This design comes from an exercise in tuning for small area, a short achievable clock period and few clock cycles per item on the open sky130 flow, not from production work.
The RTL was checked by simulation tests, not by an equivalence proof against the original design.
No activity file was given, so power comes from the tool's default toggle rates.

== alpha ==
==> flow/design.v (excerpt) <==
module eased_overlay_transition_sequencer_core (
   input  wire                       clock,
   input  wire                       reset,
   input  wire                       req_tvalid,
   output logic                      req_tready,
   input  wire  [15:0]               req_tdata,    
   input  wire  [6:0]                req_tuser,    
   output logic                      rsp_tvalid,
   input  wire                       rsp_tready,
   output logic [eots_pkg::RSP_W-1:0] rsp_tdata,
   input  wire                       csr_write_enable,
   input  wire  [1:0]                csr_index,
   input  wire  [16:0]               csr_wdata
);
export LEC_CHECK = 0
export CAP_MARGIN = 20
export CORE_MARGIN = 2
export CORE_UTILIZATION = 60
export CTS_BUF_LIST = sky130_fd_sc_hd__clkbuf_4
export PLACE_DENSITY = 0.75
export SETUP_SLACK_MARGIN = 3.5
export SLEW_MARGIN = 20
export TNS_END_PERCENT = 10
create_clock -name core_clock -period 8.0 [get_ports {clock}]
standard.sh (not shown) runs the stock make flow with config.mk's settings and CLKGATE_MAP_FILE= SYNTH_SCRIPT=/design/flow/synth_recipe.tcl, a recipe that flattens the netlist after the stock synthesis.
==> flow/flow/run.sh <==
#!/bin/bash
# The standard layout, with the port buffers made of the smallest buffer cell.
set -euo pipefail
export BUFFER_PORTS_ARGS="-buffer_cell sky130_fd_sc_hd__buf_1"
bash standard.sh > standard.log 2>&1
alpha has completed all stages; timing, DRC and antenna checks passed.
Testbench counts of alpha, summed over its fixed seeds: cycles 7,468, items 7,142.
Input changes introduced in beta (baseline for comparison: alpha):
Settings: setting CTS_CLUSTER_SIZE to 17 for the first time; changing CTS_BUF_LIST from sky130_fd_sc_hd__clkbuf_4 to sky130_fd_sc_hd__clkbuf_8; changing SETUP_SLACK_MARGIN from 3.5 to 3.2; setting CTS_CLUSTER_DIAMETER to 70 for the first time; removing TNS_END_PERCENT (formerly 10).
Findings:
Changes observed in beta relative to alpha: setup slack saw an increase, clock share of power decreased 4.6 points, routed wire length dropped 6.4%, area added between synthesis and finish lost 4.2 points, leakage power total decreased by 0.64 nW relative to the old numbers. beta has completed all stages; timing, DRC and antenna checks passed.
What gamma does differently from beta at the input level:
Settings: CTS_CLUSTER_SIZE changed from 17 to 14; CTS_CLUSTER_DIAMETER changed from 70 to 60.
beta ran to completion and came out clean on the timing, DRC and antenna checks. gamma: flow completed, timing, DRC and antenna clean. Going from beta to gamma, via count higher, final cell count increased about 0.43%. Sort beta and gamma by worst path required time, descending, and beta comes first. From gamma to beta, area after synthesis did not move at all. On hold slack, beta and gamma are basically level. Total combinational power: gamma vs beta — no meaningful difference.
diff inputs: gamma => delta
Settings: changing SETUP_SLACK_MARGIN from 3.2 to 3.5.
==> comparison <==
Diff gamma -> delta: clock group total power barely changed, hold slack barely changed, cell count after placement barely changed, met3 wirelength from detailed routing climbed 490 um.
delta: no failed stages, no open violations at the end
The routed length per placed instance of delta is higher than that of gamma.
delta against gamma; total routed wirelength is up by a little under 10%.
The critical path endpoint comes out pp3_ff[3] in one run and pp3_ff[2] in the other, namely in delta and gamma respectively.

* * *

eased_overlay_transition_sequencer_core again, from the RTL that the note above started with.
Settings: LEC_CHECK=0, CAP_MARGIN=20, CORE_MARGIN=2, CORE_UTILIZATION=60, CTS_BUF_LIST=sky130_fd_sc_hd__clkbuf_4, PLACE_DENSITY=0.75, SETUP_SLACK_MARGIN=3.5, SLEW_MARGIN=20; clock period 8.0 ns.
Scripts as last shown in full above: flow/flow/run.sh
Testbench counts at the start, summed over its fixed seeds: cycles 7,468, items 7,142.
Change:
--- a/flow/config.mk
+++ b/flow/config.mk
@@ -10,5 +10,7 @@
 export CORE_UTILIZATION = 60
-export CTS_BUF_LIST = sky130_fd_sc_hd__clkbuf_4
+export CTS_BUF_LIST = sky130_fd_sc_hd__clkbuf_8
+export CTS_CLUSTER_DIAMETER = 60
+export CTS_CLUSTER_SIZE = 14
 export PLACE_DENSITY = 0.75
-export SETUP_SLACK_MARGIN = 3.5
+export SETUP_SLACK_MARGIN = 3.35
 export SLEW_MARGIN = 20
Outcome: The new run completed with no timing, DRC or antenna violations; routed wire length fell by a few percent; clock power decreases by about a fifth; total power is lower slightly; design area went down slightly; fmax fell slightly.
Change:
==> flow/run.sh (new file) <==
#!/bin/bash
# synth_recipe.tcl (not shown) runs the flow's synth.tcl, then flattens the netlist and writes it again
# the make line also repeats each setting of config.mk as NAME=value (left out here)
make -C /OpenROAD-flow-scripts/flow DESIGN_CONFIG=/design/flow/config.mk WORK_HOME=/design/flow/orfs CLKGATE_MAP_FILE= SYNTH_SCRIPT=/design/flow/synth_recipe.tcl finish
--- a/flow/config.mk
+++ b/flow/config.mk
@@ -10,7 +10,5 @@
 export CORE_UTILIZATION = 60
-export CTS_BUF_LIST = sky130_fd_sc_hd__clkbuf_8
-export CTS_CLUSTER_DIAMETER = 60
-export CTS_CLUSTER_SIZE = 14
+export CTS_BUF_LIST = sky130_fd_sc_hd__clkbuf_4
 export PLACE_DENSITY = 0.75
-export SETUP_SLACK_MARGIN = 3.35
+export SETUP_SLACK_MARGIN = 3.5
 export SLEW_MARGIN = 20
removed: flow/flow/run.sh
removed: flow/standard.sh
The changed run went through all stages and came out clean; cell area rose by 6.0%; clock power is higher by 39%; worst setup slack is worse by 0.047 ns; total power is higher by 7.3%; register-to-register slack loses 0.05 ns; routed wire length climbs by 3.9%; clock-buffer cell count came out higher by 108; fmax drops by 0.95%.

==> re-timing with driven ports <==
In the flow no input, the clock included, has a driving cell. The finished layouts below were timed again as built, in two steps. Step 1: set_driving_cell puts a clkbuf_16 on clock and a buf_2 on each other input, an assumption about the parent block. Step 2 moves the port delays by t, midway between the first and last clock arrival at a register: inputs arrive t later, outputs are due t later. That takes back most of the time a late clock gives input paths. Slacks: ideal ports / drivers / drivers and shift; pairs: ideal ports / drivers.
run	shift t [ns]	setup slack, ns	clock arrival spread, ns
alpha	0.891	3.020 / 3.020 / 2.958	0.067 / 0.066
beta	0.716	3.142 / 3.142 / 3.142	0.074 / 0.074
gamma	0.667	3.132 / 3.132 / 3.132	0.063 / 0.063
delta	0.680	3.138 / 3.138 / 3.138	0.043 / 0.043
the first run of note 2	0.898	3.163 / 3.163 / 3.004	0.084 / 0.084
the second run of note 2	0.707	3.144 / 3.144 / 3.144	0.042 / 0.042
the third run of note 2	0.895	3.097 / 3.097 / 2.875	0.080 / 0.080
After both steps setup and hold are still met in every run listed. For the third run of note 2, which loses most, drivers alone change the setup slack by 0.000 ns; drivers and shift together by -0.222 ns.
